From an optimization exercise on the open Yosys and OpenROAD flow, aimed at small area, a short achievable clock period and few clock cycles; shortcuts taken in it are not production practice.
The RTL was checked by simulation tests, not by an equivalence proof against the original design.
Power figures rest on the tool's default switching activity, not on a simulated workload.

==> flow/design.v <==
package cfu_mac_pkg;
  typedef enum logic [2:0] {
    OP_NOP  = 3'd0,
    OP_MAC  = 3'd1,
    OP_MACU = 3'd2,
    OP_RDL  = 3'd3,
    OP_RDH  = 3'd4,
    OP_CLR  = 3'd5,
    OP_WR   = 3'd6,
    OP_RSVD = 3'd7
  } op_e;
  typedef enum logic [1:0] {
    StIdle,
    StBusy,
    StDone
  } state_e;
  localparam int unsigned CtrlOpLsb  = 0;
  localparam int unsigned CtrlOpW    = 3;
  localparam int unsigned CtrlIdxLsb = 3;
  localparam int unsigned CtrlIdxW   = 5;
endpackage
module cfu_mac_mul_iter (
  input  logic [63:0] ws_i,      
  input  logic [3:0]  one_i,     
  input  logic [3:0]  two_i,     
  input  logic [3:0]  neg_i,     
  input  logic        e4_i,      
  input  logic [1:0]  k_i,       
  output logic [4:0][63:0] row_o
);
  for (genvar j = 0; j < 4; j++) begin : g_row
    logic [63:0] m, lo_ok, hi_ok, top, cst, nin;
    always_comb begin
      for (int i = 0; i < 64; i++) begin
        m[i]     = (one_i[j] && (i >= 2 * j) && ws_i[(i >= 2 * j) ? i - 2 * j : 0]) ||
                   (two_i[j] && (i >= 2 * j + 1) && ws_i[(i >= 2 * j + 1) ? i - 2 * j - 1 : 0]);
        lo_ok[i] = (i >= 2 * j + 8 * k_i);
        hi_ok[i] = (i <= 2 * j + 8 * k_i + ((j == 0) ? 35 : 33));
        top[i]   = (i == 2 * j + 8 * k_i + ((j == 0) ? 35 : 33));
        cst[i]   = 1'b0;
        if (j == 0) begin
          cst[i] = (i == 8 * k_i + 36) || (i == 8 * k_i + 38) || (i >= 8 * k_i + 41);
        end
        nin[i]   = 1'b0;
        if (j != 0) nin[i] = (i == 2 * j - 2 + 8 * k_i) && neg_i[j-1];
      end
    end
    assign row_o[j] = (lo_ok & hi_ok & ({64{neg_i[j]}} ^ m ^ top)) | cst | nin;
  end
  logic [63:0] m4, lo4, hi4, top4, nin4;
  always_comb begin
    for (int i = 0; i < 64; i++) begin
      m4[i]   = e4_i && (i >= 8) && ws_i[(i >= 8) ? i - 8 : 0];
      lo4[i]  = (i >= 8 + 8 * k_i);
      hi4[i]  = (i <= 40 + 8 * k_i);
      top4[i] = (i == 40 + 8 * k_i);
      nin4[i] = (i == 6 + 8 * k_i) && neg_i[3];
    end
  end
  assign row_o[4] = (lo4 & hi4 & (m4 ^ top4)) | nin4;
endmodule
module cfu_mac #(
  parameter int unsigned XLEN    = 32,
  parameter int unsigned NUM_ACC = 4,
  parameter int unsigned MUL_BPC = 4,
  parameter int unsigned CTRL_W  = 8
) (
  input  logic              clk_i,
  input  logic              rst_ni,
  input  logic              stall_i,
  input  logic              valid_i,
  input  logic [CTRL_W-1:0] cfu_ctrl_i,
  input  logic [XLEN-1:0]   src1_i,
  input  logic [XLEN-1:0]   src2_i,
  output logic              stall_o,
  output logic [XLEN-1:0]   rslt_o
);
  logic [2:0]  op;
  logic [1:0]  idx;
  logic        is_mac, sgn, is_wr, is_clr, is_rdh;
  logic [31:0] a, b;
  assign op     = cfu_ctrl_i[2:0];
  assign idx    = cfu_ctrl_i[4:3];
  assign a      = src1_i;
  assign b      = src2_i;
  assign is_mac = (op == cfu_mac_pkg::OP_MAC) || (op == cfu_mac_pkg::OP_MACU);
  assign sgn    = (op == cfu_mac_pkg::OP_MAC);
  assign is_wr  = (op == cfu_mac_pkg::OP_WR);
  assign is_clr = (op == cfu_mac_pkg::OP_CLR);
  assign is_rdh = (op == cfu_mac_pkg::OP_RDH);
  logic [3:0] fits_a, fits_b, need;
  assign fits_a[0] = 1'b0;
  assign fits_b[0] = 1'b0;
  for (genvar c = 1; c < 4; c++) begin : g_fit
    assign fits_a[c] = sgn ? ((&a[31:c*8-1]) || !(|a[31:c*8-1])) : !(|a[31:c*8]);
    assign fits_b[c] = sgn ? ((&b[31:c*8-1]) || !(|b[31:c*8-1])) : !(|b[31:c*8]);
  end
  logic       use_a;   
  logic [1:0] k_q;     
  logic       more;    
  logic       ph_q;    
  logic       pl_q;    
  logic a8, b8, a16, b16;
  assign a8    = ((&a[15:8]) || !(|a[15:8])) && (sgn ? (a[8] == a[7]) : !a[8]);
  assign b8    = ((&b[15:8]) || !(|b[15:8])) && (sgn ? (b[8] == b[7]) : !b[8]);
  assign a16   = ((&a[23:16]) || !(|a[23:16])) && (sgn ? (a[16] == a[15]) : !a[16]);
  assign b16   = ((&b[23:16]) || !(|b[23:16])) && (sgn ? (b[16] == b[15]) : !b[16]);
  assign use_a = (a8 && !b8) || (!b8 && a16 && !b16);
  assign need = use_a ? ~fits_a : ~fits_b;
  always_comb begin
    case (k_q)
      2'd0:    more = need[1];
      2'd1:    more = need[2];
      2'd2:    more = need[3];
      default: more = 1'b0;
    endcase
  end
  logic [7:0] ach, bch;
  logic [3:0] one_a, two_a, neg_a, one_b, two_b, neg_b;
  logic [3:0] one, two, neg;
  logic       e4;
  assign ach = a[k_q*8 +: 8];
  assign bch = b[k_q*8 +: 8];
  function automatic logic [11:0] booth(input logic [7:0] c);
    logic [8:0]  x;
    logic [2:0]  t;
    logic [11:0] r;
    x = {c, 1'b0};
    for (int j = 0; j < 4; j++) begin
      t = x[2*j +: 3];
      r[j]     = t[1] ^ t[0];
      r[4 + j] = (t == 3'b100) || (t == 3'b011);
      r[8 + j] = t[2];
    end
    booth = r;
  endfunction
  assign {neg_a, two_a, one_a} = booth(ach);
  assign {neg_b, two_b, one_b} = booth(bch);
  logic dig_en;
  assign dig_en = is_mac && !(ph_q && pl_q);
  assign one = dig_en ? (use_a ? one_a : one_b) : 4'b0;
  assign two = dig_en ? (use_a ? two_a : two_b) : 4'b0;
  assign neg = dig_en ? (use_a ? neg_a : neg_b) : 4'b0;
  assign e4  = dig_en && (use_a ? ach[7] : bch[7]) && !(sgn && !more);
  logic [63:0] ws_a, ws_b, ws;
  assign ws_a = {{32{sgn && a[31]}}, a} << (8 * k_q);
  assign ws_b = {{32{sgn && b[31]}}, b} << (8 * k_q);
  assign ws   = use_a ? ws_b : ws_a;
  logic [4:0][63:0] row;
  cfu_mac_mul_iter u_mul (
    .ws_i  (ws),
    .one_i (one),
    .two_i (two),
    .neg_i (neg),
    .e4_i  (e4),
    .k_i   (k_q),
    .row_o (row)
  );
  logic [63:0]        acc_q [NUM_ACC];
  logic [NUM_ACC-1:0] z_q;
  logic [63:0]        acc_rd, xrow, sum;
  logic [63:0]        ps_q, pc_q;
  always_comb begin
    acc_rd = '0;
    for (int i = 0; i < NUM_ACC; i++) begin
      if (idx == 2'(i) && !z_q[i]) acc_rd = acc_rd | acc_q[i];
    end
  end
  assign sum  = ps_q + pc_q;
  assign xrow = ph_q ? sum : acc_rd;
  function automatic logic [127:0] csa(input logic [63:0] x, input logic [63:0] y,
                                       input logic [63:0] z);
    logic [63:0]  s, c;
    logic [127:0] r;
    s = x ^ y ^ z;
    c = ((x & y) | (x & z) | (y & z)) << 1;
    r = {c, s};
    csa = r;
  endfunction
  logic [63:0] s1, c1, s2, c2, s3, c3, s4, c4;
  assign {c1, s1} = csa(row[0], row[1], row[2]);
  assign {c2, s2} = csa(row[3], row[4], xrow);
  assign {c3, s3} = csa(s1, c1, s2);
  assign {c4, s4} = csa(s3, c3, c2);
  always_ff @(posedge clk_i) begin
    ps_q <= s4;
    pc_q <= c4;
  end
  logic done;
  assign done    = ph_q && pl_q;
  assign stall_o = is_mac && !done;
  always_comb begin
    if (ph_q) begin
      rslt_o = sum[31:0];
    end else if (op == cfu_mac_pkg::OP_RDL || is_clr) begin
      rslt_o = acc_rd[31:0];
    end else if (is_rdh) begin
      rslt_o = acc_rd[63:32];
    end else begin
      rslt_o = '0;
    end
  end
  logic        wr_any, clr_any;
  logic [63:0] wdata;
  assign wr_any  = valid_i && !stall_i && ((is_mac && done) || is_wr);
  assign clr_any = valid_i && !stall_i && is_clr;
  assign wdata   = ph_q ? sum : {b, a};
  for (genvar i = 0; i < NUM_ACC; i++) begin : g_acc
    always_ff @(posedge clk_i) begin
      if (wr_any && idx == 2'(i)) acc_q[i] <= wdata;
    end
    always_ff @(posedge clk_i or negedge rst_ni) begin
      if (!rst_ni) begin
        z_q[i] <= 1'b1;
      end else if (wr_any && idx == 2'(i)) begin
        z_q[i] <= 1'b0;
      end else if (clr_any && idx == 2'(i)) begin
        z_q[i] <= 1'b1;
      end
    end
  end
  always_ff @(posedge clk_i or negedge rst_ni) begin
    if (!rst_ni) begin
      ph_q <= 1'b0;
      pl_q <= 1'b0;
      k_q  <= '0;
    end else if (valid_i && is_mac && !done) begin
      ph_q <= 1'b1;
      pl_q <= !more;
      if (more) k_q <= k_q + 2'd1;
    end else if (!stall_i) begin
      ph_q <= 1'b0;
      pl_q <= 1'b0;
      k_q  <= '0;
    end
  end
endmodule
==> flow/config.mk <==
export PLATFORM = sky130hd
export DESIGN_NAME = cfu_mac
export DESIGN_NICKNAME = cfu_mac
export VERILOG_FILES = /design/flow/design.v
export SDC_FILE = /design/flow/constraint.sdc
export NUM_CORES = 4
export LEC_CHECK = 0
export CAP_MARGIN = 20
export CORE_MARGIN = 2
export CORE_UTILIZATION = 40
export SETUP_SLACK_MARGIN = 3
export SLEW_MARGIN = 20
==> flow/constraint.sdc <==
create_clock -name core_clock -period 10.0 [get_ports {clk_i}]
set_input_delay 2.0000 -clock core_clock [delete_from_list [all_inputs] [get_ports {clk_i}]]
set_output_delay 2.0000 -clock core_clock [all_outputs]
set_load 0.01 [all_outputs]
run.sh (not shown) runs the stock make flow with config.mk's settings and CLKGATE_MAP_FILE= SYNTH_SCRIPT=/design/flow/synth_recipe.tcl, a recipe that flattens the netlist after the stock synthesis.
Testbench counts at the start, summed over its fixed seeds: cycles 9,624.
Next try:
--- a/flow/design.v
+++ b/flow/design.v
@@ -102,8 +102,8 @@
   logic       pl_q;    
   logic a8, b8, a16, b16;
-  assign a8    = ((&a[15:8]) || !(|a[15:8])) && (sgn ? (a[8] == a[7]) : !a[8]);
-  assign b8    = ((&b[15:8]) || !(|b[15:8])) && (sgn ? (b[8] == b[7]) : !b[8]);
-  assign a16   = ((&a[23:16]) || !(|a[23:16])) && (sgn ? (a[16] == a[15]) : !a[16]);
-  assign b16   = ((&b[23:16]) || !(|b[23:16])) && (sgn ? (b[16] == b[15]) : !b[16]);
+  assign a8    = (&a[15:8]) || !(|a[15:8]);
+  assign b8    = (&b[15:8]) || !(|b[15:8]);
+  assign a16   = (&a[23:16]) || !(|a[23:16]);
+  assign b16   = (&b[23:16]) || !(|b[23:16]);
   assign use_a = (a8 && !b8) || (!b8 && a16 && !b16);
   assign need = use_a ? ~fits_a : ~fits_b;
@@ -143,8 +143,8 @@
   assign neg = dig_en ? (use_a ? neg_a : neg_b) : 4'b0;
   assign e4  = dig_en && (use_a ? ach[7] : bch[7]) && !(sgn && !more);
-  logic [63:0] ws_a, ws_b, ws;
-  assign ws_a = {{32{sgn && a[31]}}, a} << (8 * k_q);
-  assign ws_b = {{32{sgn && b[31]}}, b} << (8 * k_q);
-  assign ws   = use_a ? ws_b : ws_a;
+  logic [31:0] wid;
+  logic [63:0] ws;
+  assign wid = use_a ? b : a;
+  assign ws  = {{32{sgn && wid[31]}}, wid} << (8 * k_q);
   logic [4:0][63:0] row;
   cfu_mac_mul_iter u_mul (
@@ -160,5 +160,5 @@
   logic [NUM_ACC-1:0] z_q;
   logic [63:0]        acc_rd, xrow, sum;
-  logic [63:0]        ps_q, pc_q;
+  logic [63:0]        pa_q, pb_q, pc_q;
   always_comb begin
     acc_rd = '0;
@@ -167,6 +167,4 @@
     end
   end
-  assign sum  = ps_q + pc_q;
-  assign xrow = ph_q ? sum : acc_rd;
   function automatic logic [127:0] csa(input logic [63:0] x, input logic [63:0] y,
                                        input logic [63:0] z);
@@ -178,18 +176,23 @@
     csa = r;
   endfunction
-  logic [63:0] s1, c1, s2, c2, s3, c3, s4, c4;
+  logic [63:0] s4, c4;
+  assign {c4, s4} = csa(pa_q, pb_q, pc_q);
+  assign sum  = s4 + c4;
+  assign xrow = ph_q ? sum : (is_wr ? {b, a} : acc_rd);
+  logic [63:0] s1, c1, s2, c2, s3, c3;
   assign {c1, s1} = csa(row[0], row[1], row[2]);
   assign {c2, s2} = csa(row[3], row[4], xrow);
   assign {c3, s3} = csa(s1, c1, s2);
-  assign {c4, s4} = csa(s3, c3, c2);
   always_ff @(posedge clk_i) begin
-    ps_q <= s4;
-    pc_q <= c4;
-  end
-  logic done;
+    pa_q <= s3;
+    pb_q <= c3;
+    pc_q <= c2;
+  end
+  logic done, slow;
+  assign slow    = is_mac || is_wr;
   assign done    = ph_q && pl_q;
-  assign stall_o = is_mac && !done;
-  always_comb begin
-    if (ph_q) begin
+  assign stall_o = slow && !done;
+  always_comb begin
+    if (ph_q && is_mac) begin
       rslt_o = sum[31:0];
     end else if (op == cfu_mac_pkg::OP_RDL || is_clr) begin
@@ -203,7 +206,7 @@
   logic        wr_any, clr_any;
   logic [63:0] wdata;
-  assign wr_any  = valid_i && !stall_i && ((is_mac && done) || is_wr);
+  assign wr_any  = valid_i && !stall_i && slow && done;
   assign clr_any = valid_i && !stall_i && is_clr;
-  assign wdata   = ph_q ? sum : {b, a};
+  assign wdata   = sum;
   for (genvar i = 0; i < NUM_ACC; i++) begin : g_acc
     always_ff @(posedge clk_i) begin
@@ -225,8 +228,8 @@
       pl_q <= 1'b0;
       k_q  <= '0;
-    end else if (valid_i && is_mac && !done) begin
+    end else if (valid_i && slow && !done) begin
       ph_q <= 1'b1;
-      pl_q <= !more;
-      if (more) k_q <= k_q + 2'd1;
+      pl_q <= !(more && is_mac);
+      if (more && is_mac) k_q <= k_q + 2'd1;
     end else if (!stall_i) begin
       ph_q <= 1'b0;
Via count stays flat.
Wire length hardly moves.
Worst setup slack degrades by 0.13 ns.
Global-route usage came out lower by 0.32 points.
Synthesized cell count stays flat.
Clock power came out higher by about 16%.
Cell area hardly moves.
Utilization came out lower by 0.73 points.
Final cell count came out lower by about 0.9%.
Area after synthesis came out higher by 1.9%.
Combinational power came out higher by 51%.
Critical path depth came out lower by 3.
Fmax came out lower by 1.8%.
Non-clock buffer count came out lower by 56.
Testbench counts after the change, summed over its fixed seeds: cycles 9,696.

## port drivers added, routing unchanged
Ports are ideal in the flow. The routed layouts listed here were re-timed in OpenROAD.
Step 1 sets driving cells, clkbuf_16 on the clock port and buf_2 on the other inputs (assumed; they add their load-dependent delay and slew).
Step 2, shift: input delay + t, output delay - t, t = (earliest + latest rising clock arrival at the registers) / 2. This alone moves slack from input paths to output paths.
Three values: no drivers, after step 1, after step 2; two values: the first two.
| run | shift t [ns] | setup WS [ns] | clock arrival spread, ns |
|---|---|---|---|
| the first run | 0.659 | 3.034 / 3.079 / 2.419 | 0.030 / 0.031 |
| the second run | 0.680 | 2.905 / 2.901 / 2.269 | 0.059 / 0.060 |
After both steps setup and hold are still met in every run listed. The setup slack of the second run, which loses most, moves by -0.004 ns with the drivers and by -0.636 ns with both steps.
